Background: an optimization exercise with open tools, aiming at small area, a short achievable clock period and few clock cycles. Do not read the settings as production practice.
In this exercise RTL edits were held to simulation tests only and were not proved equivalent to the original.
No activity file was given, so power comes from the tool's default toggle rates.

File: config.mk
export PLATFORM = sky130hd
export DESIGN_NAME = least_served_grant_arbiter_core
export DESIGN_NICKNAME = least_served_grant_arbiter_core
export VERILOG_FILES = /design/flow/design.v
export SDC_FILE = /design/flow/constraint.sdc
export NUM_CORES = 4
export LEC_CHECK = 0
export CAP_MARGIN = 20
export CORE_MARGIN = 2
export CORE_UTILIZATION = 45
export SLEW_MARGIN = 20
File: constraint.sdc
create_clock -name core_clock -period 5.0 [get_ports {i_clk}]
set_input_delay 1.0000 -clock core_clock [delete_from_list [all_inputs] [get_ports {i_clk}]]
set_output_delay 1.0000 -clock core_clock [all_outputs]
set_load 0.01 [all_outputs]
File: design.v
`timescale 1ns / 1ps
package lsga_pkg;
    localparam int IDX_W        = 4;
    localparam int BYTES_W      = 12;
    localparam int DEST_W       = 4;
    localparam int SERVED_W     = 24;
    localparam int OPCODE_W     = 2;
    localparam int S_TDATA_W    = 24;
    localparam int M_TDATA_W    = 24;
    localparam int MAX_SLAVES_DEF    = 14;
    localparam int ACTIVE_RESET      = 14;
    localparam logic [OPCODE_W-1:0] OP_CLR_REQ = 2'd0;
    localparam logic [OPCODE_W-1:0] OP_RECORD  = 2'd1;
    localparam logic [OPCODE_W-1:0] OP_GRANT   = 2'd2;
    localparam logic [OPCODE_W-1:0] OP_CLR_ALL = 2'd3;
endpackage
`timescale 1ns / 1ps
module lsga_cell (
    input  logic                          i_clk,
    input  logic                          i_rst_n,
    input  logic                          i_clr_flag,   
    input  logic                          i_rec,        
    input  logic                          i_win,        
    input  logic                          i_tot_we,     
    input  logic [lsga_pkg::BYTES_W-1:0]  i_bytes,
    input  logic [lsga_pkg::DEST_W-1:0]   i_dest,
    input  logic [lsga_pkg::SERVED_W-1:0] i_tot_wd,     
    input  logic [lsga_pkg::SERVED_W-1:0] i_tot,        
    input  logic                          i_tie,        
    output logic                          o_flag,
    output logic [lsga_pkg::SERVED_W-1:0] o_served,
    output logic [lsga_pkg::BYTES_W-1:0]  o_size,
    output logic [lsga_pkg::DEST_W-1:0]   o_dest,
    output logic                          o_bc_wins     
);
    logic                          r_flag;
    logic [lsga_pkg::SERVED_W-1:0] r_served;
    logic [lsga_pkg::BYTES_W-1:0]  r_size;
    logic [lsga_pkg::DEST_W-1:0]   r_dest;
    always_ff @(posedge i_clk) begin
        if (!i_rst_n) begin
            r_flag <= 1'b0;
        end else if (i_clr_flag || i_win) begin
            r_flag <= 1'b0;
        end else if (i_rec) begin
            r_flag <= 1'b1;
        end
    end
    always_ff @(posedge i_clk) begin
        if (i_tot_we) begin
            r_served <= i_tot_wd;
        end
    end
    always_ff @(posedge i_clk) begin
        if (i_rec) begin
            r_size <= i_bytes;
            r_dest <= i_dest;
        end
    end
    function automatic logic lt_fn(input logic [23:0] x, input logic [23:0] s, input logic tie);
        logic [23:0] g, l; logic [11:0] g1, l1; logic [5:0] g2, l2; logic [2:0] g3, l3;
        g = ~x & s;
        l = x & ~s;
        for (int k = 0; k < 12; k++) begin g1[k] = g[2*k+1] | (~l[2*k+1] & g[2*k]); l1[k] = l[2*k+1] | (~g[2*k+1] & l[2*k]); end
        for (int k = 0; k < 6; k++) begin g2[k] = g1[2*k+1] | (~l1[2*k+1] & g1[2*k]); l2[k] = l1[2*k+1] | (~g1[2*k+1] & l1[2*k]); end
        for (int k = 0; k < 3; k++) begin g3[k] = g2[2*k+1] | (~l2[2*k+1] & g2[2*k]); l3[k] = l2[2*k+1] | (~g2[2*k+1] & l2[2*k]); end
        lt_fn = g3[2] | (~l3[2] & (g3[1] | (~l3[1] & (g3[0] | (~l3[0] & tie)))));
    endfunction
    assign o_bc_wins = lt_fn(i_tot, r_served, i_tie);
    assign o_flag   = r_flag;
    assign o_served = r_served;
    assign o_size   = r_size;
    assign o_dest   = r_dest;
endmodule
`timescale 1ns / 1ps
module least_served_grant_arbiter_core #(
    parameter int MAX_SLAVES = lsga_pkg::MAX_SLAVES_DEF
) (
    input  logic                 i_clk,
    input  logic                 i_rst_n,
    input  logic                 i_cfg_we,
    input  logic [lsga_pkg::IDX_W-1:0]     i_cfg_wdata,       
    input  logic                 i_s_axis_tvalid,
    output logic                 o_s_axis_tready,
    input  logic [lsga_pkg::S_TDATA_W-1:0] i_s_axis_tdata,    
    input  logic [lsga_pkg::OPCODE_W-1:0]  i_s_axis_tuser,    
    output logic                 o_m_axis_tvalid,
    input  logic                 i_m_axis_tready,
    output logic [lsga_pkg::M_TDATA_W-1:0] o_m_axis_tdata     
);
    localparam int N   = MAX_SLAVES;
    localparam int SW  = lsga_pkg::SERVED_W;
    localparam int BW  = lsga_pkg::BYTES_W;
    localparam int DW  = lsga_pkg::DEST_W;
    localparam int IW  = lsga_pkg::IDX_W;
    localparam logic [IW-1:0] ACT_RST = (N < lsga_pkg::ACTIVE_RESET) ? IW'(N) : IW'(lsga_pkg::ACTIVE_RESET);
    logic [1:0]    w_op;
    logic [IW-1:0] w_idx;
    logic [BW-1:0] w_bytes;
    logic [DW-1:0] w_dest;
    assign w_op    = i_s_axis_tuser;
    assign w_idx   = i_s_axis_tdata[IW-1:0];
    assign w_bytes = i_s_axis_tdata[IW +: BW];
    assign w_dest  = i_s_axis_tdata[IW+BW +: DW];
    logic          r_out_valid, r_sk_valid, r_g_sk;
    logic [22:0]   r_out_data, r_sk_data;
    logic [N-1:0]  r_act;        
    logic [N-1:0]  w_flag;
    logic [SW-1:0] w_served [N];
    logic [BW-1:0] w_size [N];
    logic [DW-1:0] w_sdest [N];
    logic [N-1:0]  w_bc_wins;
    logic [N-1:0]  r_g_oh;       
    logic [N-1:0]  r_t_oh;       
    logic [SW-1:0] r_tot;
    logic w_hold, w_accept, w_out_free;
    assign w_hold          = |(r_t_oh & w_flag);
    assign o_s_axis_tready = !w_hold && !r_sk_valid;
    assign w_accept        = i_s_axis_tvalid && o_s_axis_tready;
    assign w_out_free      = !r_out_valid || i_m_axis_tready;
    logic [N-1:0] w_dec;
    always_comb begin
        for (int k = 0; k < N; k++) w_dec[k] = (w_idx == IW'(k + 1));
    end
    logic w_rec_ok, w_rec_set, w_clr_req, w_clr_all, w_grant;
    assign w_rec_ok  = |(w_dec & r_act);
    assign w_rec_set = w_accept && (w_op == lsga_pkg::OP_RECORD) && (w_bytes != '0);
    assign w_clr_req = i_cfg_we || (w_accept && (w_op == lsga_pkg::OP_CLR_REQ || w_op == lsga_pkg::OP_CLR_ALL));
    assign w_clr_all = !i_rst_n || i_cfg_we || (w_accept && (w_op == lsga_pkg::OP_CLR_ALL));
    assign w_grant   = w_accept && (w_op == lsga_pkg::OP_GRANT);
    logic [N-1:0]  r_m [N];
    logic [N-1:0]  w_beats [N];
    logic [N-1:0]  w_win;
    logic          w_any;
    always_comb begin
        for (int i = 0; i < N; i++) begin
            for (int j = 0; j < N; j++) begin
                if (i < j)       w_beats[i][j] = r_m[i][j];
                else if (i > j)  w_beats[i][j] = !r_m[j][i];
                else             w_beats[i][j] = 1'b1;
            end
        end
        for (int i = 0; i < N; i++) begin
            w_win[i] = w_flag[i] && (&(w_beats[i] | ~w_flag));
        end
    end
    assign w_any = |w_flag;
    logic [N-1:0]  w_g_above, r_t_above;
    logic [SW-1:0] w_tot_wd;
    always_comb begin
        w_g_above[0] = 1'b0;
        for (int i = 1; i < N; i++) w_g_above[i] = w_g_above[i-1] | r_g_oh[i-1];
    end
    assign w_tot_wd = w_clr_all ? '0 : r_tot;
    genvar gk;
    generate
        for (gk = 0; gk < N; gk++) begin : g_cell
            lsga_cell u_cell (
                .i_clk      (i_clk),
                .i_rst_n    (i_rst_n),
                .i_clr_flag (w_clr_req),
                .i_rec      (w_rec_set && w_dec[gk] && r_act[gk]),
                .i_win      (w_grant && w_win[gk]),
                .i_tot_we   (w_clr_all || r_t_oh[gk]),
                .i_bytes    (w_bytes),
                .i_dest     (w_dest),
                .i_tot_wd   (w_tot_wd),
                .i_tot      (r_tot),
                .i_tie      (r_t_above[gk]),
                .o_flag     (w_flag[gk]),
                .o_served   (w_served[gk]),
                .o_size     (w_size[gk]),
                .o_dest     (w_sdest[gk]),
                .o_bc_wins  (w_bc_wins[gk])
            );
        end
    endgenerate
    logic [BW-1:0] w_sel_size;
    logic [DW-1:0] w_sel_dest;
    logic [IW-1:0] w_sel_idx;
    always_comb begin
        w_sel_size = '0;
        w_sel_dest = '0;
        w_sel_idx  = '0;
        for (int i = 0; i < N; i++) begin
            w_sel_size |= {BW{w_win[i]}} & w_size[i];
            w_sel_dest |= {DW{w_win[i]}} & w_sdest[i];
            w_sel_idx  |= {IW{w_win[i]}} & IW'(i + 1);
        end
    end
    logic [SW-1:0] w_sel_served, r_g_served;
    always_comb begin
        w_sel_served = '0;
        for (int i = 0; i < N; i++) w_sel_served |= {SW{w_win[i]}} & w_served[i];
    end
    logic [BW-1:0] w_g_size;
    assign w_g_size = r_g_sk ? r_sk_data[16:5] : r_out_data[16:5];
    logic [BW-1:0] w_lo_g, w_lo_p, w_lo_cg, w_lo_cp;
    logic [BW:0]   w_lo_c;
    logic [BW-1:0] w_lo_sum;
    logic [SW-BW-1:0] w_hi, w_hi_t, w_hi_inc;
    logic [SW-1:0] w_new_tot;
    always_comb begin
        w_lo_g = r_g_served[BW-1:0] & w_g_size;
        w_lo_p = r_g_served[BW-1:0] ^ w_g_size;
        w_lo_cg = w_lo_g;
        w_lo_cp = w_lo_p;
        for (int d = 1; d < BW; d = d * 2) begin
            for (int i = BW - 1; i >= d; i--) begin
                w_lo_cg[i] = w_lo_cg[i] | (w_lo_cp[i] & w_lo_cg[i-d]);
                w_lo_cp[i] = w_lo_cp[i] & w_lo_cp[i-d];
            end
        end
        w_lo_c[0] = 1'b0;
        for (int i = 0; i < BW; i++) w_lo_c[i+1] = w_lo_cg[i];
        w_lo_sum = w_lo_p ^ w_lo_c[BW-1:0];
        w_hi = r_g_served[SW-1:BW];
        w_hi_t[0] = 1'b1;
        for (int i = 1; i < SW - BW; i++) w_hi_t[i] = w_hi_t[i-1] & w_hi[i-1];
        w_hi_inc = w_hi ^ w_hi_t;
        if (w_lo_c[BW] && (&w_hi)) w_new_tot = '1;
        else if (w_lo_c[BW])       w_new_tot = {w_hi_inc, w_lo_sum};
        else                       w_new_tot = {w_hi, w_lo_sum};
    end
    logic [22:0] w_res;
    always_comb begin
        w_res = '0;
        unique case (w_op)
            lsga_pkg::OP_RECORD: begin
                w_res[21] = w_any || (w_rec_ok && (w_bytes != '0));
                w_res[22] = !w_rec_ok;
            end
            lsga_pkg::OP_GRANT: begin
                w_res[0]     = w_any;
                w_res[4:1]   = w_sel_idx;
                w_res[16:5]  = w_sel_size;
                w_res[20:17] = w_sel_dest;
                w_res[21]    = |(w_flag & ~w_win);
            end
            default: w_res = '0;
        endcase
    end
    logic [N-1:0] w_mu, w_mv;
    always_comb begin
        for (int k = 0; k < N; k++) begin
            w_mu[k] = w_clr_all || r_t_oh[k];
            w_mv[k] = w_clr_all || (r_t_above[k] ? w_bc_wins[k] : !w_bc_wins[k]);
        end
    end
    always_ff @(posedge i_clk) begin
        for (int i = 0; i < N; i++) begin
            for (int j = i + 1; j < N; j++) begin
                if (w_mu[i] || w_mu[j]) begin
                    r_m[i][j] <= (w_mu[i] && w_mv[j]) || (w_mu[j] && w_mv[i]);
                end
            end
        end
    end
    always_ff @(posedge i_clk) begin
        if (!i_rst_n) begin
            r_out_valid <= 1'b0;
            r_sk_valid  <= 1'b0;
            for (int k = 0; k < N; k++) r_act[k] <= (k + 1 <= ACT_RST);
        end else begin
            if (w_accept) begin
                r_out_valid <= 1'b1;
                r_sk_valid  <= !w_out_free;
            end else if (i_m_axis_tready) begin
                r_out_valid <= r_sk_valid;
                r_sk_valid  <= 1'b0;
            end
            if (i_cfg_we) begin
                for (int k = 0; k < N; k++) r_act[k] <= (IW'(k + 1) <= i_cfg_wdata);
            end
        end
    end
    always_ff @(posedge i_clk) begin
        if (w_clr_all) begin
            r_g_oh <= '0;
            r_t_oh <= '0;
        end else begin
            r_g_oh <= w_grant ? w_win : '0;
            r_t_oh <= r_g_oh;
        end
        r_t_above <= w_g_above;
    end
    always_ff @(posedge i_clk) begin
        r_tot <= w_new_tot;
        if (w_grant) begin
            r_g_served <= w_sel_served;
        end
        if (w_accept && w_out_free) begin
            r_out_data <= w_res;
        end else if (r_sk_valid && i_m_axis_tready) begin
            r_out_data <= r_sk_data;
        end
        if (w_accept && !w_out_free) begin
            r_sk_data <= w_res;
        end
        r_g_sk <= !w_out_free;
    end
    assign o_m_axis_tvalid = r_out_valid;
    assign o_m_axis_tdata  = {1'b0, r_out_data};
endmodule
File: run.sh
#!/bin/bash
# synth_recipe.tcl (not shown) runs the flow's synth.tcl, then flattens the netlist and writes it again
# the make line also repeats each setting of config.mk as NAME=value (left out here)
make -C /OpenROAD-flow-scripts/flow DESIGN_CONFIG=/design/flow/config.mk WORK_HOME=/design/flow/orfs CLKGATE_MAP_FILE= SYNTH_SCRIPT=/design/flow/synth_recipe.tcl finish
==> impl_metrics.env, run 1 <==
export IMPL_wire_per_inst_um=30.86
export IMPL_n_fill_cell=7437
export IMPL_pwr_density_cell_nw_per_um2=391.6
export IMPL_drt_antenna_violating_nets=0
export IMPL_seq_area_frac_synth_pct=60.90
export IMPL_fin_crit_sh_pct=87.84
export IMPL_finalSetupViolations=0
export IMPL_ys_ff_latch=817
export IMPL_cts_tree="done"
export IMPL_hold_class="reg2reg"
export IMPL_cts_buffer_depth=3
export IMPL_reg2reg_from="r_tot[2]"
export IMPL_port_buffers=55
export IMPL_avgSynthCellArea_um2=12.07
export IMPL_grt_use_total_pct=30.33
export IMPL_timing_setup_tns_ns=0
export IMPL_grt_overflow_total=0
export IMPL_worstPathRequired_ns=5.52
export IMPL_hold_start="r_g_oh[0]"
export IMPL_power_leakage_nw=15.19
export IMPL_viasPerCell=6.711
export IMPL_drcViolationCount=0
export IMPL_place_hpwl_mm=87.56
export IMPL_grt_pass1_vias=28501
export IMPL_place_ws_ns=0.7950
export IMPL_hold_viol=0
export IMPL_seqCellArea_um2=23570
export IMPL_io_pins=61
export IMPL_multiInputGateArea_um2=13720
export IMPL_synthCells=3208
export IMPL_arrival_ns=4.91
export IMPL_final_nets=3290
export IMPL_place_gp_congestion=0.9797
export IMPL_antenna_found_initial=2
export IMPL_crit_path_start="r_tot[2]"
export IMPL_cts_htree_levels=3
export IMPL_path_max_fanout=13
export IMPL_critical_path_top_delay_family="compound AO/OA/AOI/OAI gates"
export IMPL_status="timing/DRC/antenna clean"
export IMPL_dpl_instance_area_um2=40810
export IMPL_netlist_area_leader_share_pct=55.94
export IMPL_cp_start_kind="flop"
export IMPL_synth_ff_type="edfxtp_1"
export IMPL_num_rows=107
export IMPL_crit_buf_inv=2
export IMPL_cts_setup_buffers=0
export IMPL_vdd_drop_max_v=0.0003228
export IMPL_cts_sinks=817
export IMPL_synth_edf_count=721
export IMPL_start_util_pct=45.46
export IMPL_syn_num_nets=3269
export IMPL_synth_area_um2=38710
export IMPL_clockRootBuffer="clkbuf_16"
export IMPL_final_area_um2=43680
export IMPL_fin_cells=4447
export IMPL_fin_ws_ns=0.6079
export IMPL_die_area_um2=88380
export IMPL_slew_headroom_pct=23.91
export IMPL_synth_cell_types=84
export IMPL_coreArea_um2=85150
export IMPL_drive_above_1_share_pct=11.57
export IMPL_rsz0062_at_grt="false"
export IMPL_crit_chain="clkinv_1 > buf_4 > o31a_1 > a2111oi_0 > nor3_1 > a211oi_1 > o21ai_1 > a31oi_2 > xor2_2 > a221o_1"
export IMPL_drt_iter0_drc=4232
export IMPL_report_final_slew_viol_count=0
export IMPL_syn_to_final_growth_pct=12.86
export IMPL_crit_type="reg2reg"
export IMPL_synth_warnings=9
export IMPL_critical_path_max_stage_delay_ns=0.65
export IMPL_cts_resized=0
export IMPL_grt_pass1_wl_mm=198.6
export IMPL_clk_pin_slew_ns=0.06
export IMPL_die_x_um=297.3
export IMPL_numCtsBuffers=86
export IMPL_yosys_area_top_type="edfxtp_1"
export IMPL_fin_skew_ns=0.07244
export IMPL_cp_slowest_cell="dfxtp_1"
export IMPL_grt_max_degree=183
export IMPL_die_h_um=297.3
export IMPL_end_kind="flop"
export IMPL_synthTopCellsByArea="edfxtp_1 (56%), dfxtp_1 (5.0%), a22oi_1 (3.5%)"
export IMPL_drt_first_pass_iters=7
export IMPL_wl_mm=137.2
export IMPL_clock_latency_ns=0.70
export IMPL_synth_async_sr_flop_share_pct=0
export IMPL_ctsHoldBuffers=0
export IMPL_placed_cells=4285
export IMPL_max_cap_violations=0
export IMPL_num_vias=29842
export IMPL_max_freq_mhz=227.7
export IMPL_tightest_slew_ns=1.141
export IMPL_post_route_min_period_ns=4.392
==> cells in the mapped netlist, types with 19 or more instances <==
cell      count
or3_1       105
ha_1         25
maj3_1       95
inv_1       106
and2_1       25
a21o_1       20
a221oi_1    100
nand2b_1     61
nor2b_1      47
clkbuf_1    175
a22oi_1     183
maj3_2       28
a221o_1      95
a31oi_1      27
nor2_1      185
nor3_1       26
mux2_2       30
buf_1        34
o21a_1       20
edfxtp_1    721
o21ai_0     165
a21oi_1     137
o22ai_1      64
buf_2        40
dfxtp_1      96
a22o_1       66
and3_1       29
nand2_1     178
o221ai_1     21
nand3_1      24
nand4_1      33
o211ai_1     19
==> power by group <==
group | leakage [nW] | internal [W] | switching [W]
clock | 1.40 | 0.00360 | 0.00288
sequential | 8.02 | 0.00788 | 0.000442
combinational | 5.77 | 0.000789 | 0.00151
total | 15.2 | 0.0123 | 0.00483
==> cell families after synthesis <==
family / Yosys count / synth area share, %
compound gates: 1047 / 19.67
flops: 817 / 60.90
simple gates: 764 / 9.963
buf+inv: 379 / 3.895
fa+ha+maj: 149 / 4.131
mux: 34 / 1.009
xor+xnor: 17 / 0.4235
other cells: 1 / 0.009688
==> sequential cells by signal, indices dropped and copies added, names as in the netlist, 23 cells and up <==
signal / cells
r_m: 91
r_sk_data: 23
g_cell.u_cell.r_size: 168
g_cell.u_cell.r_served: 336
g_cell.u_cell.r_dest: 56
r_g_served: 24
r_out_data: 23
r_tot: 24
==> per-layer routing <==
| metal | global-route usage, % | share of wire [%] | vias up | wire length [um] |
|---|---|---|---|---|
| met5 | 0 | 0 | - | 0 |
| met4 | 11.41 | 4.3 | 0 | 5860 |
| li1 | - | - | 12694 | - |
| met2 | 47.48 | 45 | 1894 | 62030 |
| met3 | 4.944 | 9.6 | 354 | 13120 |
| met1 | 42.57 | 41 | 14900 | 56220 |
==> through the flow <==
stage	total power [W]	utilization [%]	hold WS [ns]
2_1_floorplan	0.009681	-	0.3502
3_3_place_gp	0.01064	47.93	0.3729
3_5_place_dp	0.01068	47.93	0.3685
4_1_cts	0.01709	51.30	0.3802
5_1_grt	0.01761	51.30	0.4139
6_report	0.01711	51.30	0.3826
==> cell type report <==
type / instances / area share, %
Clock inverter: 49 / 1.226
Sequential cell: 817 / 53.96
Antenna cell: 1 / 0.005729
Inverter: 122 / 1.051
Timing Repair Buffer: 190 / 3.724
Clock buffer: 112 / 5.336
Multi-Input combinational cell: 2012 / 31.42
Tap cell: 1144 / 3.277
==> path summary, 6_finish.rpt <==
path              slack (ns)            to  depth (start not counted)
hold reg to reg         0.38  r_t_above[1]                          0
setup / recovery        0.61    r_m[8][10]                         10
hold / removal          0.38  r_t_above[1]                          0
setup reg to reg        0.61    r_m[8][10]                         10
==> worst register-to-register path, stage by stage, from the launching register on <==
cell and delay, ns:
dfxtp_1 0.65, clkinv_1 0.47, buf_4 0.30, o31a_1 0.29, a2111oi_0 0.44, nor3_1 0.19
a211oi_1 0.53, o21ai_1 0.20, a31oi_2 0.33, xor2_2 0.54, a221o_1 0.27
==> cells in the final DEF (no fill, tap or decap), drive strengths merged, types with 96 or more instances in the layout <==
cell,synthesis,layout
clkbuf,175,112
dfxtp,96,96
edfxtp,721,721
buf,82,135
maj3,123,123
a221oi,100,100
or3,105,105
nand2,178,178
inv,113,114
a21oi,140,140
nor2,185,185
a221o,98,98
a22oi,183,183
o21ai,172,172
Testbench counts, summed over its fixed seeds: cycles 12,129.
==> run 2, diff against run 1 <==
--- a/design.v
+++ b/design.v
@@ -104,4 +104,4 @@
     assign w_dest  = i_s_axis_tdata[IW+BW +: DW];
-    logic          r_out_valid, r_sk_valid, r_g_sk;
-    logic [22:0]   r_out_data, r_sk_data;
+    logic          r_out_valid;
+    logic [22:0]   r_out_data;
     logic [N-1:0]  r_act;        
@@ -115,7 +115,6 @@
     logic [SW-1:0] r_tot;
-    logic w_hold, w_accept, w_out_free;
+    logic w_hold, w_accept;
     assign w_hold          = |(r_t_oh & w_flag);
-    assign o_s_axis_tready = !w_hold && !r_sk_valid;
+    assign o_s_axis_tready = !w_hold && (!r_out_valid || i_m_axis_tready);
     assign w_accept        = i_s_axis_tvalid && o_s_axis_tready;
-    assign w_out_free      = !r_out_valid || i_m_axis_tready;
     logic [N-1:0] w_dec;
@@ -196,3 +195,3 @@
     logic [BW-1:0] w_g_size;
-    assign w_g_size = r_g_sk ? r_sk_data[16:5] : r_out_data[16:5];
+    assign w_g_size = r_out_data[16:5];
     logic [BW-1:0] w_lo_g, w_lo_p, w_lo_cg, w_lo_cp;
@@ -242,9 +241,2 @@
     end
-    logic [N-1:0] w_mu, w_mv;
-    always_comb begin
-        for (int k = 0; k < N; k++) begin
-            w_mu[k] = w_clr_all || r_t_oh[k];
-            w_mv[k] = w_clr_all || (r_t_above[k] ? w_bc_wins[k] : !w_bc_wins[k]);
-        end
-    end
     always_ff @(posedge i_clk) begin
@@ -252,4 +244,4 @@
             for (int j = i + 1; j < N; j++) begin
-                if (w_mu[i] || w_mu[j]) begin
-                    r_m[i][j] <= (w_mu[i] && w_mv[j]) || (w_mu[j] && w_mv[i]);
+                if (w_clr_all || r_t_oh[i] || r_t_oh[j]) begin
+                    r_m[i][j] <= w_clr_all || (r_t_oh[i] && w_bc_wins[j]) || (r_t_oh[j] && !w_bc_wins[i]);
                 end
@@ -261,3 +253,2 @@
             r_out_valid <= 1'b0;
-            r_sk_valid  <= 1'b0;
             for (int k = 0; k < N; k++) r_act[k] <= (k + 1 <= ACT_RST);
@@ -266,6 +257,4 @@
                 r_out_valid <= 1'b1;
-                r_sk_valid  <= !w_out_free;
             end else if (i_m_axis_tready) begin
-                r_out_valid <= r_sk_valid;
-                r_sk_valid  <= 1'b0;
+                r_out_valid <= 1'b0;
             end
@@ -291,11 +280,5 @@
         end
-        if (w_accept && w_out_free) begin
+        if (w_accept) begin
             r_out_data <= w_res;
-        end else if (r_sk_valid && i_m_axis_tready) begin
-            r_out_data <= r_sk_data;
-        end
-        if (w_accept && !w_out_free) begin
-            r_sk_data <= w_res;
-        end
-        r_g_sk <= !w_out_free;
+        end
     end
--- a/config.mk
+++ b/config.mk
@@ -10,2 +10,3 @@
 export CORE_UTILIZATION = 45
+export SETUP_SLACK_MARGIN = 1.5
 export SLEW_MARGIN = 20
==> impl_metrics.env, run 2 <==
export IMPL_cts_tree="done"
export IMPL_num_rows=106
export IMPL_drt_antenna_violating_nets=0
export IMPL_wl_mm=144.2
export IMPL_yosys_cell_count_top_type="edfxtp_1"
export IMPL_fin_crit_sh_pct=69.32
export IMPL_whs_ns=0.3937
export IMPL_finalSetupViolations=0
export IMPL_cp_start_kind="flop"
export IMPL_cts_sinks=792
export IMPL_end_kind="flop"
export IMPL_largest_reg_flops=336
export IMPL_arrival_ns=3.93
export IMPL_timing_setup_tns_ns=0
export IMPL_coreArea_um2=83420
export IMPL_grt_pass1_wl_mm=203.2
export IMPL_synth_cell_types=85
export IMPL_syn_to_final_growth_pct=15.88
export IMPL_syn_num_nets=3290
export IMPL_reg2reg_slack_ns=1.53
export IMPL_placed_cells=4272
export IMPL_drt_iter0_drc=4344
export IMPL_path_max_fanout=17
export IMPL_wire_per_inst_um=32.26
export IMPL_fin_skew_ns=0.03917
export IMPL_clk_pin_slew_ns=0.06
export IMPL_max_freq_mhz=288.5
export IMPL_netlist_area_leader_share_pct=55.47
export IMPL_antenna_found_initial=1
export IMPL_seq_area_frac_synth_pct=60.45
export IMPL_pwr_density_cell_nw_per_um2=370.0
export IMPL_final_nets=3381
export IMPL_synth_cells_most_frequent="edfxtp_1 (698), nand2_1 (213), a21oi_1 (202), clkbuf_1 (181), o21ai_0 (171)"
export IMPL_start_util_pct=45.29
export IMPL_status="timing/DRC/antenna clean"
export IMPL_ctsHoldBuffers=0
export IMPL_grt_overflow_total=0
export IMPL_worstPathRequired_ns=5.47
export IMPL_clock_latency_ns=0.68
export IMPL_fin_ws_ns=1.534
export IMPL_synth_edf_count=698
export IMPL_die_area_um2=86300
export IMPL_hold_class="reg2reg"
export IMPL_critical_path_max_stage_delay_ns=0.57
export IMPL_crit_chain="inv_1 > o22ai_1 > or4_1 > nor4_2 > and2_4 > buf_4 > a221o_1 > a221oi_1 > nand4_1"
export IMPL_use_met2_pct=48.82
export IMPL_grt_use_total_pct=32.60
export IMPL_drt_first_pass_iters=7
export IMPL_yosys_area_top_type="edfxtp_1"
export IMPL_grt_max_degree=47
export IMPL_cts_htree_levels=3
export IMPL_place_gp_congestion=0.9652
export IMPL_mostFrequentLayoutCell="edfxtp_1"
export IMPL_num_vias=30407
export IMPL_top_regs="g_cell.u_cell.r_served x336, g_cell.u_cell.r_size x168, r_m x91"
export IMPL_n_fill_cell=7156
export IMPL_synth_async_sr_flop_share_pct=0
export IMPL_die_x_um=293.8
export IMPL_synth_area_um2=37780
export IMPL_drive_above_1_share_pct=14.22
export IMPL_power_leakage_nw=15.28
export IMPL_ys_ff_latch=792
export IMPL_slew_headroom_pct=31.51
export IMPL_port_buffers=55
export IMPL_place_ws_ns=0.7325
export IMPL_drcViolationCount=0
export IMPL_max_cap_violations=0
export IMPL_vdd_drop_max_v=0.0002703
export IMPL_die_h_um=293.8
export IMPL_busiest_layer="met2"
export IMPL_synth_ff_type="edfxtp_1"
export IMPL_synthCells=3229
export IMPL_use_met3_pct=5.174
export IMPL_synthTopCellsByArea="edfxtp_1 (55%), dfxtp_1 (5.0%), a22oi_1 (2.9%)"
export IMPL_top_register="g_cell.u_cell.r_served"
export IMPL_synth_warnings=9
export IMPL_cts_buffer_depth=3
export IMPL_fin_cells=4469
export IMPL_cp_slowest_cell="or4_1"
export IMPL_gr_usage_met1_pct=47.09
export IMPL_numCtsBuffers=85
export IMPL_post_route_min_period_ns=3.466
export IMPL_rsz0062_at_grt="true"
export IMPL_place_hpwl_mm=93.16
export IMPL_layout_common_cells="edfxtp_1 (698), nand2_1 (211), a21oi_1 (194)"
export IMPL_clockRootBuffer="clkbuf_16"
export IMPL_hold_viol=0
export IMPL_grt_pass1_vias=28519
export IMPL_viasPerCell=6.804
export IMPL_report_final_slew_viol_count=0
export IMPL_avgSynthCellArea_um2=11.70
export IMPL_tightest_slew_ns=1.024
export IMPL_crit_type="reg2reg"
export IMPL_io_pins=61
export IMPL_diodes=0
==> run 2: per-stage QoR <==
stage | power, W | util, % | instance area [um^2]
3_5_place_dp | 0.009744 | 48.07 | 40100
2_1_floorplan | 0.008939 | - | 37800
4_1_cts | 0.01611 | 51.97 | 43350
3_3_place_gp | 0.009708 | 48.07 | 40100
6_report | 0.01620 | 52.48 | 43780
5_1_grt | 0.01665 | 52.48 | 43780
==> run 2: cell families after synthesis <==
kind of cell               after synthesis  synth area share [%]
xor gates and xnor gates                 7                0.1623
other                                    1              0.009925
buffers and inverters                  391                 4.043
adders and majority gates              144                 4.057
DFF                                    792                 60.45
AOI/OAI and AO/OA                     1119                 21.06
muxes                                    1               0.02649
and+or+nand+nor                        774                 10.19
==> run 2: final cells by class <==
| class | count | area [um^2] | area share [%] |
|---|---|---|---|
| flip-flops and latches | 792 | 22890 | 52.27 |
| clock inverters | 47 | 509.2 | 1.163 |
| well taps | 1080 | 1351 | 3.086 |
| repair buffers | 236 | 2138 | 4.884 |
| multi-input cells | 2047 | 13930 | 31.81 |
| inverters | 155 | 635.6 | 1.452 |
| repair inverters | 3 | 15.01 | 0.03429 |
| clock buffers | 109 | 2321 | 5.301 |
==> run 2: final timing paths <==
| path | from | to | cells past startpoint |
|---|---|---|---|
| setup / recovery | g_cell[3].u_cell.r_flag | r_g_served[9] | 9 |
| hold / removal | r_g_oh[0] | r_t_above[1] | 0 |
| setup reg to reg | g_cell[3].u_cell.r_flag | r_g_served[9] | 9 |
| hold reg to reg | r_g_oh[0] | r_t_above[1] | 0 |
==> run 2: worst max-delay path: cells and delay by family (launching register included) <==
kind / cells / cell delay [ns]
AND/OR/NAND/NOR: 4 / 1.68
AO/OA/AOI/OAI: 3 / 0.43
flip-flops: 1 / 0.42
buffers and inverters: 2 / 0.71
==> run 2: repair_timing <==
| action | in CTS | in global routing |
|---|---|---|
| setup buffers | 16 | 21 |
| gates cloned | 0 | 4 |
| pin swaps | 7 | 15 |
| endpoints found under the setup margin | 200 | 235 |
| gates resized for setup | 75 | 54 |
==> run 2: metal layers <==
layer  vias up  part of all wire [%]
met5         -                0.0069
met4         2                   4.8
met3       368                    11
met2      2069                    44
met1     15102                    41
li1      12866                     -
==> run 2: where the power goes <==
| part | internal [W] | total [W] | switching (W) |
|---|---|---|---|
| registers | 0.00757 | 0.00794 | 0.000370 |
| logic | 0.000652 | 0.00189 | 0.00124 |
| clock network | 0.00355 | 0.00637 | 0.00282 |
| total | 0.0118 | 0.0162 | 0.00442 |
Testbench counts of run 2, summed over its fixed seeds: cycles 12,129.
==> run 3, diff against run 2 <==
--- a/config.mk
+++ b/config.mk
@@ -10,3 +10,3 @@
 export CORE_UTILIZATION = 45
-export SETUP_SLACK_MARGIN = 1.5
+export SETUP_SLACK_MARGIN = 1.9
 export SLEW_MARGIN = 20
==> impl_metrics.env, run 3 <==
export IMPL_power_leakage_nw=16.80
export IMPL_avgSynthCellArea_um2=11.70
export IMPL_fin_crit_sh_pct=66.52
export IMPL_drt_antenna_violating_nets=0
export IMPL_max_freq_mhz=300.7
export IMPL_wire_per_inst_um=32.06
export IMPL_yosys_area_top_type="edfxtp_1"
export IMPL_synth_ff_type="edfxtp_1"
export IMPL_drive_above_1_share_pct=24.49
export IMPL_hold_class="reg2reg"
export IMPL_synth_area_um2=37780
export IMPL_whs_path_depth=0
export IMPL_path_max_fanout=4
export IMPL_drcViolationCount=0
export IMPL_vdd_drop_max_v=0.0002599
export IMPL_mostFrequentLayoutCell="edfxtp_1"
export IMPL_diodes=0
export IMPL_cts_sinks=792
export IMPL_grt_pass1_vias=29367
export IMPL_crit_top_cell="buf_6"
export IMPL_post_route_min_period_ns=3.326
export IMPL_die_h_um=293.8
export IMPL_n_fill_cell=6714
export IMPL_grt_max_degree=77
export IMPL_max_cap_violations=0
export IMPL_top_regs="g_cell.u_cell.r_served x336, g_cell.u_cell.r_size x168, r_m x91"
export IMPL_slew_headroom_pct=26.98
export IMPL_fin_cells=4637
export IMPL_synthCells=3229
export IMPL_pwr_density_cell_nw_per_um2=367.0
export IMPL_end_kind="flop"
export IMPL_multiInputGateArea_um2=15380
export IMPL_seqCellArea_um2=22910
export IMPL_wl_mm=148.7
export IMPL_syn_to_final_growth_pct=25.95
export IMPL_cts_buffer_depth=3
export IMPL_fin_skew_ns=0.04585
export IMPL_cp_start_kind="flop"
export IMPL_cts_htree_levels=3
export IMPL_timing_setup_tns_ns=0
export IMPL_synth_cell_types=85
export IMPL_crit_type="reg2reg"
export IMPL_place_gp_congestion=0.9976
export IMPL_top_register="g_cell.u_cell.r_served"
export IMPL_crit_chain="buf_8 > buf_6 > o22ai_4 > o211a_1 > a211oi_4 > maj3_2 > o311ai_4 > a31oi_2 > nor4_2 > buf_4 > a21oi_4 > buf_6 > a221o_1"
export IMPL_worstPathRequired_ns=5.42
export IMPL_status="timing/DRC/antenna clean"
export IMPL_die_x_um=293.8
export IMPL_port_buffers=55
export IMPL_cp_slowest_cell="maj3_2"
export IMPL_numCtsBuffers=85
export IMPL_start_util_pct=45.29
export IMPL_io_pins=61
export IMPL_grt_use_total_pct=33.40
export IMPL_synth_async_sr_flop_share_pct=0
export IMPL_arrival_ns=3.74
export IMPL_clockRootBuffer="clkbuf_16"
export IMPL_coreArea_um2=83420
export IMPL_placed_cells=4252
export IMPL_antenna_found_initial=2
export IMPL_final_area_um2=47590
export IMPL_viasPerCell=6.837
export IMPL_seq_area_frac_synth_pct=60.45
export IMPL_drt_first_pass_iters=10
export IMPL_reg2reg_depth=13
export IMPL_tightest_slew_ns=1.094
export IMPL_synthTopCellsByArea="edfxtp_1 (55%), dfxtp_1 (5.0%), a22oi_1 (2.9%)"
export IMPL_syn_num_nets=3290
export IMPL_place_hpwl_mm=91.19
export IMPL_critical_path_max_stage_delay_ns=0.40
export IMPL_num_rows=106
export IMPL_synth_edf_count=698
export IMPL_finalSetupViolations=0
export IMPL_netlist_area_leader_share_pct=55.47
export IMPL_synth_cells_most_frequent="edfxtp_1 (698), nand2_1 (213), a21oi_1 (202), clkbuf_1 (181), o21ai_0 (171)"
export IMPL_clk_pin_slew_ns=0.06
export IMPL_num_vias=31704
export IMPL_final_nets=3546
export IMPL_die_area_um2=86300
export IMPL_report_final_slew_viol_count=0
export IMPL_dpl_instance_area_um2=40020
export IMPL_ys_ff_latch=792
export IMPL_drt_iter0_drc=4867
export IMPL_hold_viol=0
export IMPL_rsz0062_at_grt="true"
export IMPL_synth_warnings=9
export IMPL_layout_common_cells="edfxtp_1 (698), buf_4 (231), nand2_1 (199)"
export IMPL_yosys_cell_count_top_type="edfxtp_1"
export IMPL_largest_reg_flops=336
export IMPL_clock_latency_ns=0.69
export IMPL_grt_pass1_wl_mm=209.2
export IMPL_grt_overflow_total=0
export IMPL_reg2reg_slack_ns=1.67
export IMPL_cts_tree="done"
## run 3: cell counts after synthesis
No cell type changed its count.
## run 3: worst max-delay path: cells and delay by family (launching register included)
family                   cells  cell delay (ns)
AO/OA/AOI/OAI                7             1.40
buffers and inverters        4             0.62
AND/OR/NAND/NOR              1             0.27
adder cells (fa/ha/maj)      1             0.40
flip-flops                   1             0.36
## run 3: power by group
group | internal (W) | leakage [nW] | switching (W)
clock | 0.00424 | 1.54 | 0.00286
sequential | 0.00757 | 7.81 | 0.000365
combinational | 0.000955 | 7.45 | 0.00148
## run 3: per-stage QoR
| step | hold WS, ns | power (W) | util (%) | setup WS, ns |
|---|---|---|---|---|
| floorplan | 0.3502 | 0.008942 | - | 1.959 |
| global placement | 0.3754 | 0.009696 | 47.97 | 0.8083 |
| detailed placement | 0.3764 | 0.009735 | 47.97 | 0.7925 |
| CTS | 0.3930 | 0.01721 | 55.21 | 1.657 |
| global route | 0.4083 | 0.01790 | 57.04 | 1.637 |
| finish | 0.3957 | 0.01746 | 57.04 | 1.674 |
## run 3: final timing paths
path / start / end
worst min register to register: r_g_oh[0] / r_t_above[1]
worst min-delay path: r_g_oh[0] / r_t_above[1]
worst max-delay path: r_tot[1] / r_m[11][13]
worst max register to register: r_tot[1] / r_m[11][13]
## run 3: per-layer routing
metal  routed length, um  track usage, %  vias to the layer above
li1                    -               -                    13234
met1               58170           46.79                    15751
met2               65910           50.86                     2258
met3               17130           6.050                      457
met4                7438           14.78                        4
met5                  20               0                        -
## run 3: cell families after synthesis
logic type | share of synthesized area, %
xor+xnor | 0.1623
buf+inv | 4.043
compound gates | 21.06
mux | 0.02649
other cells | 0.009925
fa+ha+maj | 4.057
simple gates | 10.19
flops | 60.45
## run 3: cell type report
class	instances	area share (%)
sequential	792	48.14
multi-input combinational	2054	32.32
timing repair buffer	392	8.450
clock buffer	108	4.972
tap	1080	2.840
clock inverter	51	1.775
inverter	155	1.457
timing repair inverter	5	0.04996
## run 3: what timing repair did
| item | 4_1_cts | 5_1_grt |
|---|---|---|
| endpoints found under the setup margin | 1115 | 695 |
| cloned | 15 | 3 |
| resized for setup | 361 | 206 |
| pin swaps | 108 | 104 |
| hold buffers | 0 | 0 |
| setup buffers | 141 | 67 |
==> run 4, diff against run 3 <==
==> flow/run.sh (new file) <==
#!/bin/bash
set -euo pipefail
MARGIN=1.5
bash standard.sh synth floorplan place > flow_1_synth_place.log 2>&1
bash standard.sh SETUP_SLACK_MARGIN=$MARGIN finish > flow_2_cts_route_finish.log 2>&1
==> standard.sh (new file) <==
#!/bin/bash
# synth_recipe.tcl (not shown) runs the flow's synth.tcl, then flattens the netlist and writes it again
# the make line also repeats each setting of config.mk as NAME=value (left out here)
make -C /OpenROAD-flow-scripts/flow DESIGN_CONFIG=/design/flow/config.mk WORK_HOME=/design/flow/orfs CLKGATE_MAP_FILE= SYNTH_SCRIPT=/design/flow/synth_recipe.tcl "${@:-finish}"
--- a/config.mk
+++ b/config.mk
@@ -10,3 +10,2 @@
 export CORE_UTILIZATION = 45
-export SETUP_SLACK_MARGIN = 1.9
 export SLEW_MARGIN = 20
removed: run.sh
==> impl_metrics.env, run 4 <==
export IMPL_drt_first_pass_iters=8
export IMPL_slew_headroom_pct=27.96
export IMPL_wire_per_inst_um=32.17
export IMPL_gr_usage_met1_pct=46.96
export IMPL_antenna_found_initial=0
export IMPL_synth_async_sr_flop_share_pct=0
export IMPL_num_rows=106
export IMPL_die_area_um2=86300
export IMPL_hold_class="reg2reg"
export IMPL_final_nets=3416
export IMPL_use_met2_pct=49.26
export IMPL_synth_cells_most_frequent="edfxtp_1 (698), nand2_1 (213), a21oi_1 (202), clkbuf_1 (181), o21ai_0 (171)"
export IMPL_cts_sinks=792
export IMPL_viasPerCell=6.732
export IMPL_use_met3_pct=6.020
export IMPL_reg2reg_depth=12
export IMPL_synthTopCellsByArea="edfxtp_1 (55%), dfxtp_1 (5.0%), a22oi_1 (2.9%)"
export IMPL_cts_buffer_depth=3
export IMPL_yosys_cell_count_top_type="edfxtp_1"
export IMPL_mostFrequentLayoutCell="edfxtp_1"
export IMPL_tightest_slew_ns=1.079
export IMPL_cts_htree_levels=3
export IMPL_hold_viol=0
export IMPL_seq_area_frac_synth_pct=60.45
export IMPL_synth_cell_types=85
export IMPL_finalSetupViolations=0
export IMPL_grt_overflow_total=0
export IMPL_rsz0062_at_grt="true"
export IMPL_cp_start_kind="flop"
export IMPL_whs_path_depth=0
export IMPL_vdd_drop_max_v=0.0002896
export IMPL_drcViolationCount=0
export IMPL_coreArea_um2=83420
export IMPL_path_max_fanout=14
export IMPL_timing_setup_tns_ns=0
export IMPL_drt_antenna_violating_nets=0
export IMPL_clk_pin_slew_ns=0.07
export IMPL_die_x_um=293.8
export IMPL_cts_tree="done"
export IMPL_die_h_um=293.8
export IMPL_post_route_min_period_ns=3.511
export IMPL_grt_use_total_pct=32.78
export IMPL_place_gp_congestion=0.9694
export IMPL_grt_max_degree=81
export IMPL_wl_mm=145.1
export IMPL_ctsHoldBuffers=0
export IMPL_max_cap_violations=0
export IMPL_synth_warnings=9
export IMPL_numCtsBuffers=87
export IMPL_num_vias=30361
export IMPL_clockRootBuffer="clkbuf_16"
export IMPL_syn_to_final_growth_pct=17.93
export IMPL_pwr_density_cell_nw_per_um2=378.3
export IMPL_io_pins=61
export IMPL_report_final_slew_viol_count=0
export IMPL_end_kind="flop"
export IMPL_synth_ff_type="edfxtp_1"
export IMPL_arrival_ns=3.91
export IMPL_largest_reg_flops=336
export IMPL_top_register="g_cell.u_cell.r_served"
export IMPL_clock_latency_ns=0.70
export IMPL_top_regs="g_cell.u_cell.r_served x336, g_cell.u_cell.r_size x168, r_m x91"
export IMPL_crit_type="reg2reg"
export IMPL_fin_skew_ns=0.05175
export IMPL_drive_above_1_share_pct=15.66
export IMPL_max_freq_mhz=284.8
export IMPL_drt_iter0_drc=4709
export IMPL_synth_edf_count=698
export IMPL_syn_num_nets=3290
export IMPL_grt_pass1_vias=28537
export IMPL_busiest_layer="met2"
export IMPL_grt_pass1_wl_mm=205.3
export IMPL_power_leakage_nw=15.69
export IMPL_yosys_area_top_type="edfxtp_1"
export IMPL_avgSynthCellArea_um2=11.70
export IMPL_synthCells=3229
export IMPL_port_buffers=55
export IMPL_place_ws_ns=0.6920
export IMPL_worstPathRequired_ns=5.40
export IMPL_fin_crit_sh_pct=70.22
export IMPL_start_util_pct=45.29
export IMPL_synth_area_um2=37780
export IMPL_status="timing/DRC/antenna clean"
export IMPL_ys_ff_latch=792
export IMPL_place_hpwl_mm=93.38
export IMPL_placed_cells=4265
export IMPL_layout_common_cells="edfxtp_1 (698), nand2_1 (210), a21oi_1 (193)"
export IMPL_netlist_area_leader_share_pct=55.47
export IMPL_utilization_pct=53.41
export IMPL_fin_ws_ns=1.489
export IMPL_fin_cells=4510
[run 4: metal layers]
metal / routed length, um / up-vias
li1: - / 12976
met1: 59110 / 15150
met2: 63810 / 1901
met3: 15690 / 334
met4: 6467 / 0
met5: 0 / -
[run 4: layout make-up]
| type | instances | area, um^2 |
|---|---|---|
| fillers | 7065 | 38860 |
| flip-flops and latches | 792 | 22890 |
| multi-input cells | 2050 | 14050 |
| clock buffers | 118 | 2519 |
| repair buffers | 266 | 2482 |
| well taps | 1080 | 1351 |
| inverters | 155 | 630.6 |
| clock inverters | 45 | 621.8 |
| repair inverters | 3 | 15.01 |
| diodes | 1 | 2.502 |
[run 4: critical path: stages (launching register included)]
cell	delay, ns
dfxtp_4	0.40
inv_4	0.09
maj3_1	0.42
a221oi_4	0.33
o41ai_2	0.12
buf_4	0.15
a21oi_1	0.14
o211ai_1	0.24
buf_4	0.25
a32oi_2	0.19
o32ai_4	0.17
or2_2	0.39
a221o_1	0.31
[run 4: worst paths after layout]
| check | start | to | slack, ns |
|---|---|---|---|
| hold reg to reg | r_g_oh[0] | r_t_above[1] | 0.38 |
| setup reg to reg | r_tot[0] | r_m[1][5] | 1.49 |
| setup / recovery | r_tot[0] | r_m[1][5] | 1.49 |
| hold / removal | r_g_oh[0] | r_t_above[1] | 0.38 |
[run 4: report_power, final]
| group | switching, W | leakage (nW) | total, W | internal, W |
|---|---|---|---|---|
| Combinational | 0.00127 | 6.35 | 0.00197 | 0.000694 |
| Sequential | 0.000360 | 7.80 | 0.00793 | 0.00757 |
| Clock | 0.00290 | 1.53 | 0.00696 | 0.00406 |
| Total | 0.00454 | 15.7 | 0.0169 | 0.0123 |
[run 4: kinds of logic after synthesis]
family          Yosys count  share of synthesized area (%)
compound gates         1119                          21.06
xor+xnor                  7                         0.1623
fa+ha+maj               144                          4.057
buf+inv                 391                          4.043
flops                   792                          60.45
mux                       1                        0.02649
other cells               1                       0.009925
simple gates            774                          10.19
[run 4: repair_timing]
| action | 4_1_cts | 5_1_grt |
|---|---|---|
| setup buffers | 20 | 53 |
| pin swaps | 11 | 20 |
| hold endpoints to repair | 0 | 0 |
| resized for setup | 95 | 73 |
| gates cloned | 2 | 6 |
| setup endpoints to repair | 491 | 548 |
[run 4: per-stage QoR]
stage	cell area [um^2]	hold WS, ns	power, W
5_1_grt	44560	0.3974	0.01731
2_1_floorplan	37780	0.3502	0.008939
3_3_place_gp	40040	0.3655	0.009710
6_report	44560	0.3807	0.01686
3_5_place_dp	40040	0.3726	0.009747
4_1_cts	43750	0.3832	0.01673
==> run 5, diff against run 4 <==
--- a/design.v
+++ b/design.v
@@ -277,5 +277,3 @@
         r_tot <= w_new_tot;
-        if (w_grant) begin
-            r_g_served <= w_sel_served;
-        end
+        r_g_served <= w_sel_served;      
         if (w_accept) begin
==> run.sh (new file) <==
#!/bin/bash
# synth_recipe.tcl (not shown) runs the flow's synth.tcl, then flattens the netlist and writes it again
# the make line also repeats each setting of config.mk as NAME=value (left out here)
make -C /OpenROAD-flow-scripts/flow DESIGN_CONFIG=/design/flow/config.mk WORK_HOME=/design/flow/orfs CLKGATE_MAP_FILE= SYNTH_SCRIPT=/design/flow/synth_recipe.tcl finish
--- a/config.mk
+++ b/config.mk
@@ -10,2 +10,5 @@
 export CORE_UTILIZATION = 45
+export CTS_CLUSTER_DIAMETER = 80
+export CTS_CLUSTER_SIZE = 30
+export SETUP_SLACK_MARGIN = 1.5
 export SLEW_MARGIN = 20
removed: flow/run.sh
removed: standard.sh
==> impl_metrics.env, run 5 <==
export IMPL_status="timing/DRC/antenna clean"
export IMPL_power_frac_clock_pct=31.9
export IMPL_crit_buf_inv=1
export IMPL_numCtsBuffers=40
export IMPL_ys_ff_latch=792
export IMPL_io_pins=61
export IMPL_busiest_layer="met2"
export IMPL_power_switching_w=0.003352
export IMPL_n_fill_cell=7153
export IMPL_grt_overflow_total=0
export IMPL_drcViolationCount=0
export IMPL_cts_buffer_depth=3
export IMPL_netlist_area_leader_share_pct=54.64
export IMPL_power_leakage_nw=14.04
export IMPL_pwr_density_cell_nw_per_um2=315.1
export IMPL_die_area_um2=84630
export IMPL_synthAdderAreaFrac_pct=4.574
export IMPL_layout_common_cells="edfxtp_1 (674), a22oi_1 (232), a21oi_1 (201)"
export IMPL_hold_viol=0
export IMPL_cts_htree_levels=2
export IMPL_grt_pass1_vias=27418
export IMPL_synth_compound_area_share_pct=20.23
export IMPL_critical_path_max_stage_delay_ns=0.38
export IMPL_synth_edf_count=674
export IMPL_crit_type="reg2reg"
export IMPL_end_kind="flop"
export IMPL_cts_tree="done"
export IMPL_cp_slowest_cell="dfxtp_4"
export IMPL_rsz0062_at_grt="true"
export IMPL_place_hpwl_mm=86.21
export IMPL_finalSetupViolations=0
export IMPL_drt_iter0_drc=3928
export IMPL_crit_chain="inv_6 > maj3_2 > maj3_2 > maj3_2 > maj3_2 > maj3_2 > maj3_2 > a21oi_4 > o22ai_4 > o21a_4 > a221o_1"
export IMPL_fin_crit_sh_pct=70.28
export IMPL_synthCells=3198
export IMPL_seq_area_frac_synth_pct=61.02
export IMPL_synth_xor_area_share_pct=0.1655
export IMPL_clock_latency_ns=0.63
export IMPL_yosys_area_share_simple_pct=9.914
export IMPL_synth_cells_most_frequent="edfxtp_1 (674), a22oi_1 (232), a21oi_1 (208), clkbuf_1 (205), nor2_1 (190)"
export IMPL_top_register="g_cell.u_cell.r_served"
export IMPL_max_cap_violations=0
export IMPL_tightest_slew_ns=1.040
export IMPL_fin_skew_ns=0.02419
export IMPL_clockRootBuffer="clkbuf_16"
export IMPL_mostFrequentLayoutCell="edfxtp_1"
export IMPL_avgSynthCellArea_um2=11.58
export IMPL_die_x_um=290.9
export IMPL_multiInputGateArea_um2=13490
export IMPL_drive_above_1_share_pct=10.76
export IMPL_yosys_area_top_type="edfxtp_1"
export IMPL_antenna_found_initial=1
export IMPL_max_freq_mhz=284.6
export IMPL_gr_usage_met1_pct=42.86
export IMPL_wl_mm=133.5
export IMPL_yosys_cell_count_top_type="edfxtp_1"
export IMPL_pwr_share_seq_pct=59.0
export IMPL_place_gp_congestion=1.010
export IMPL_largest_reg_flops=336
export IMPL_place_ws_ns=0.6381
export IMPL_synth_async_sr_flop_share_pct=0
export IMPL_worstPathRequired_ns=5.39
export IMPL_grt_pass1_wl_mm=191.4
export IMPL_synth_warnings=9
export IMPL_switching_share_pct=25.81
export IMPL_synth_cell_types=82
export IMPL_synth_ff_type="edfxtp_1"
export IMPL_drt_first_pass_iters=6
export IMPL_grt_use_total_pct=30.72
export IMPL_crit_top_cell="maj3_2"
export IMPL_arrival_ns=3.90
export IMPL_drt_antenna_violating_nets=0
export IMPL_cts_sinks=792
export IMPL_synth_mux_area_share_pct=0.08782
export IMPL_syn_to_final_growth_pct=11.27
export IMPL_grt_max_degree=90
export IMPL_viasPerCell=6.741
export IMPL_synthTopCellsByArea="edfxtp_1 (55%), dfxtp_1 (6.4%), a22oi_1 (4.7%)"
export IMPL_power_total_w=0.01299
export IMPL_num_vias=28948
export IMPL_report_final_slew_viol_count=0
export IMPL_slew_headroom_pct=30.38
export IMPL_port_buffers=55
export IMPL_wire_per_inst_um=31.08
export IMPL_clk_pin_slew_ns=0.11
export IMPL_timing_setup_tns_ns=0
export IMPL_die_h_um=290.9
export IMPL_p_int_w=0.009634
export IMPL_seqCellArea_um2=22640
export IMPL_diodes=0
export IMPL_start_util_pct=45.26
export IMPL_top_regs="g_cell.u_cell.r_served x336, g_cell.u_cell.r_size x168, r_m x91"
export IMPL_use_met3_pct=4.757
export IMPL_fin_ws_ns=1.486
export IMPL_num_rows=105
export IMPL_final_nets=3255
export IMPL_coreArea_um2=81850
export IMPL_synth_top_family_by_area="compound AO/OA/AOI/OAI gates"
export IMPL_vdd_drop_max_v=0.0004032
export IMPL_ctsHoldBuffers=0
export IMPL_path_max_fanout=6
export IMPL_critical_path_top_delay_family="adder cells"
export IMPL_cp_start_kind="flop"
export IMPL_syn_num_nets=3259
export IMPL_post_route_min_period_ns=3.514
export IMPL_hold_class="reg2reg"
export IMPL_synth_area_um2=37040
export IMPL_use_met2_pct=47.79
export IMPL_power_frac_comb_pct=9.0
## run 5: kinds of logic (layout without fill, tap and decap cells)
kind of cell | after synthesis | after routing
AO/OA/AOI/OAI | 1092 | 1093
adder cells (fa/ha/maj) | 161 | 161
other | 1 | 1
XOR/XNOR | 7 | 7
buffers and inverters | 390 | 415
multiplexers | 2 | 2
flip-flops | 792 | 792
AND/OR/NAND/NOR | 753 | 753
## run 5: worst paths after layout
path,start,end,slack (ns),cells after the start
max,r_tot[0],r_m[1][2],1.49,11
min,r_g_oh[0],r_t_above[1],0.40,0
max reg2reg,r_tot[0],r_m[1][2],1.49,11
min reg2reg,r_g_oh[0],r_t_above[1],0.40,0
## run 5: what timing repair did
action	CTS	global route
setup buffers	14	14
cloned	4	0
pin swaps	17	15
resized for setup	67	56
endpoints found under the setup margin	187	120
## run 5: cell type report
| cell class | count | share of cell area (%) |
|---|---|---|
| clock buffers | 47 | 2.671 |
| repair inverters | 3 | 0.04857 |
| inverters | 154 | 1.484 |
| repair buffers | 186 | 4.110 |
| flip-flops and latches | 792 | 54.92 |
| clock inverters | 25 | 0.7771 |
| multi-input cells | 2017 | 32.74 |
| well taps | 1070 | 3.248 |
## run 5: power groups by stage
stage / clock network (W) / logic, W / registers [W]
global placement: 0 / 0.00105 / 0.00780
finish: 0.00415 / 0.00117 / 0.00767
detailed placement: 0 / 0.00106 / 0.00780
floorplan: 0 / 0.000638 / 0.00769
CTS: 0.00420 / 0.00111 / 0.00766
global route: 0.00440 / 0.00124 / 0.00769
## run 5: through the flow
| stage | hold WS [ns] | cells | cell area, um^2 | utilization, % |
|---|---|---|---|---|
| 4_1_cts | 0.4126 | 4280 | 40860 | 49.92 |
| 6_report | 0.3952 | 4294 | 41220 | 50.36 |
| 3_3_place_gp | 0.3845 | 4189 | 39040 | 47.70 |
| 2_1_floorplan | 0.3502 | 3198 | 37080 | - |
| 3_5_place_dp | 0.3803 | 4190 | 39060 | 47.72 |
| 5_1_grt | 0.4360 | 4294 | 41220 | 50.36 |
## run 5: worst register-to-register path, delay by kind of cell, from the launching register on
family                     cells  cell delay (ns)
adders and majority gates      6             1.99
DFF                            1             0.38
AOI/OAI and AO/OA              4             0.86
buffers and inverters          1             0.05
## run 5: layer usage
layer	part of all wire, %	wire length (um)
met5	0.013	17
met4	4.7	6208
met3	9.9	13260
met2	45	60280
met1	40	53710
Testbench counts of run 5, summed over its fixed seeds: cycles 12,129.
==> run 6, diff against run 5 <==
--- a/design.v
+++ b/design.v
@@ -244,5 +244,4 @@
             for (int j = i + 1; j < N; j++) begin
-                if (w_clr_all || r_t_oh[i] || r_t_oh[j]) begin
-                    r_m[i][j] <= w_clr_all || (r_t_oh[i] && w_bc_wins[j]) || (r_t_oh[j] && !w_bc_wins[i]);
-                end
+                r_m[i][j] <= w_clr_all || (r_t_oh[i] && w_bc_wins[j]) || (r_t_oh[j] && !w_bc_wins[i])
+                             || (!r_t_oh[i] && !r_t_oh[j] && r_m[i][j]);
             end
--- a/config.mk
+++ b/config.mk
@@ -12,3 +12,4 @@
 export CTS_CLUSTER_SIZE = 30
-export SETUP_SLACK_MARGIN = 1.5
+export SETUP_SLACK_MARGIN = 1.7
 export SLEW_MARGIN = 20
+export TNS_END_PERCENT = 5
==> impl_metrics.env, run 6 <==
export IMPL_status="timing/DRC/antenna clean"
export IMPL_cts_buffer_depth=3
export IMPL_crit_path_start="r_tot[4]"
export IMPL_synth_cells_most_frequent="edfxtp_1 (583), nor2_1 (224), a22oi_1 (220), dfxtp_1 (209), nand2_1 (206)"
export IMPL_yosys_area_top_type="edfxtp_1"
export IMPL_top_register="g_cell.u_cell.r_served"
export IMPL_start_util_pct=45.40
export IMPL_end_kind="flop"
export IMPL_whs_ns=0.4375
export IMPL_max_freq_mhz=290.0
export IMPL_die_x_um=289.1
export IMPL_slew_headroom_pct=36.23
export IMPL_wl_mm=140.8
export IMPL_synth_async_sr_flop_share_pct=0
export IMPL_yosys_cell_count_top_type="edfxtp_1"
export IMPL_syn_to_final_growth_pct=12.86
export IMPL_power_total_w=0.01257
export IMPL_finalSetupViolations=0
export IMPL_cts_sinks=792
export IMPL_max_cap_violations=0
export IMPL_avgSynthCellArea_um2=11.30
export IMPL_drt_first_pass_iters=7
export IMPL_clk_pin_slew_ns=0.12
export IMPL_drt_iter0_drc=4752
export IMPL_drcViolationCount=0
export IMPL_coreArea_um2=80550
export IMPL_top_regs="g_cell.u_cell.r_served x336, g_cell.u_cell.r_size x168, r_m x91"
export IMPL_ctsHoldBuffers=0
export IMPL_grt_pass1_wl_mm=200.2
export IMPL_tightest_slew_ns=0.9530
export IMPL_largest_reg_flops=336
export IMPL_synth_area_um2=36570
export IMPL_port_buffers=55
export IMPL_fin_skew_ns=0.03173
export IMPL_post_route_min_period_ns=3.448
export IMPL_clock_latency_ns=0.64
export IMPL_path_max_fanout=17
export IMPL_num_vias=30186
export IMPL_seq_area_frac_synth_pct=59.32
export IMPL_synth_edf_count=583
export IMPL_wire_per_inst_um=32.11
export IMPL_vdd_drop_max_v=0.0002475
export IMPL_numCtsBuffers=39
export IMPL_netlist_area_leader_share_pct=47.87
export IMPL_die_area_um2=83560
export IMPL_drt_antenna_violating_nets=0
export IMPL_reg2reg_from="r_tot[4]"
export IMPL_final_area_um2=41270
export IMPL_die_h_um=289.1
export IMPL_crit_type="reg2reg"
export IMPL_cts_tree="done"
export IMPL_grt_use_total_pct=32.92
export IMPL_synthCells=3236
export IMPL_synth_ff_type="edfxtp_1"
export IMPL_fin_crit_sh_pct=68.96
export IMPL_n_fill_cell=6925
export IMPL_grt_overflow_total=0
export IMPL_hold_class="reg2reg"
export IMPL_grt_max_degree=56
export IMPL_ys_ff_latch=792
export IMPL_report_final_slew_viol_count=0
export IMPL_hold_viol=0
export IMPL_timing_setup_tns_ns=0
export IMPL_io_pins=61
export IMPL_grt_pass1_vias=28519
export IMPL_rsz0062_at_grt="true"
export IMPL_syn_num_nets=3297
export IMPL_place_gp_congestion=0.9876
export IMPL_drive_above_1_share_pct=13.29
export IMPL_place_hpwl_mm=91.28
export IMPL_arrival_ns=3.98
export IMPL_dpl_instance_area_um2=38910
export IMPL_cts_htree_levels=2
export IMPL_synth_cell_types=83
export IMPL_pwr_density_cell_nw_per_um2=304.5
export IMPL_synth_warnings=9
export IMPL_layout_common_cells="edfxtp_1 (583), a22oi_1 (218), nor2_1 (203)"
export IMPL_hold_start="r_g_oh[0]"
export IMPL_cp_start_kind="flop"
export IMPL_clockRootBuffer="clkbuf_16"
export IMPL_antenna_found_initial=3
export IMPL_power_leakage_nw=14.39
export IMPL_num_rows=104
export IMPL_worstPathRequired_ns=5.53
export IMPL_final_nets=3355
export IMPL_synthTopCellsByArea="edfxtp_1 (48%), dfxtp_1 (11%), a22oi_1 (4.5%)"
export IMPL_mostFrequentLayoutCell="edfxtp_1"
export IMPL_utilization_pct=51.24
export IMPL_viasPerCell=6.882
-- run 6: cell count changes in the layout (fill, tap and decap cells not counted), moves of 26 or more --
cell	before	now
dfxtp_1	102	188
maj3_1	124	89
nor2_1	177	203
o21ai_1	70	14
a21oi_1	201	138
o21ai_0	129	171
a221oi_1	66	103
buf_4	115	161
or3_1	56	12
edfxtp_1	674	583
-- run 6: final timing paths --
kind                                     end  slack, ns  cells after the start
worst max register to register     r_m[2][4]       1.55                     11
worst max-delay path               r_m[2][4]       1.55                     11
worst min-delay path            r_t_above[1]       0.44                      0
worst min register to register  r_t_above[1]       0.44                      0
-- run 6: worst max-delay path: stages (launching register included) --
cell	delay, ns
dfxtp_4	0.42
clkinv_1	0.09
buf_6	0.20
nand2_1	0.09
maj3_1	0.36
maj3_1	0.37
a31oi_1	0.24
o22ai_1	0.19
maj3_1	0.49
o221a_4	0.37
o21a_1	0.19
a2111o_1	0.34
-- run 6: metal layers --
layer / vias to the layer above / global-route usage, % / part of all wire [%]
met5: - / 0 / 0.033
met4: 6 / 12.18 / 4.1
li1: 12732 / - / -
met2: 2109 / 49.31 / 44
met3: 320 / 6.591 / 12
met1: 15019 / 47.35 / 41
-- run 6: area by class of cell --
cell class              count  area [um^2]  share of cell area, %
repair buffers            236         2105                  5.099
clock inverters            27        359.1                 0.8700
diodes                      1        2.502               0.006063
inverters                 166        680.7                  1.649
repair inverters            5        27.53                0.06669
clock buffers              45        998.5                  2.419
multi-input cells        2054        14030                  33.99
well taps                1060         1326                  3.213
flip-flops and latches    792        21750                  52.69
-- run 6: where the power goes --
part           internal (W)  switching [W]  leakage [nW]  total (W)
logic              0.000373       0.000726          6.03    0.00110
clock network       0.00167        0.00235         0.641    0.00402
registers           0.00724       0.000208          7.72    0.00744
total               0.00928        0.00329          14.4     0.0126
-- run 6: cell families after synthesis --
group | synth area share, %
buffers and inverters | 4.161
and+or+nand+nor | 9.919
xor gates and xnor gates | 0.1916
other | 0.01025
DFF | 59.32
AOI/OAI and AO/OA | 22.40
adders and majority gates | 3.740
muxes | 0.2669
-- run 6: timing repair --
action                                  CTS  global route
gates cloned                              6             2
pin swaps                                17            13
resized for setup                        83            94
hold endpoints to repair                  0             0
endpoints found under the setup margin  364           927
setup buffers                            10            28
-- run 6: through the flow --
step	instances	worst slack, ns
6_report	4386	1.552
4_1_cts	4355	1.507
3_5_place_dp	4267	0.8315
3_3_place_gp	4267	0.8720
5_1_grt	4385	1.476
2_1_floorplan	3236	1.679
Testbench counts of run 6, summed over its fixed seeds: cycles 12,129.

## static timing again, ports no longer ideal
The flow's constraints put no driver on any port. The routed layouts listed below were extracted and timed again, unchanged, in two steps. Step 1, drivers: a clkbuf_16 drives i_clk and a buf_2 each remaining input, both assumed. Step 2, shift: input delay + t, output delay - t, t = (earliest + latest rising clock arrival at the registers) / 2. This alone moves slack from input paths to output paths. Three values: ideal ports, drivers, drivers and shift; two values: the first two.
run | shift t [ns] | setup WS [ns] | worst setup path at the end | clock arrival spread, ns | cell pins on the clock port's net
run 1 | 0.728 | 0.608 / 0.608 / 0.608 | register to register | 0.075 / 0.075 | 1
run 2 | 0.732 | 1.534 / 1.534 / 0.870 | input to register | 0.039 / 0.040 | 1
run 3 | 0.734 | 1.674 / 1.674 / 1.334 | input to register | 0.051 / 0.050 | 1
run 4 | 0.746 | 1.489 / 1.489 / 0.899 | input to register | 0.052 / 0.053 | 1
run 5 | 0.685 | 1.486 / 1.486 / 0.942 | input to register | 0.024 / 0.025 | 1
run 6 | 0.691 | 1.552 / 1.552 / 1.072 | input to register | 0.032 / 0.032 | 1
After both steps setup and hold are still met in every run listed. For run 2, which loses most, drivers alone change the setup slack by 0.000 ns; drivers and shift together by -0.664 ns.
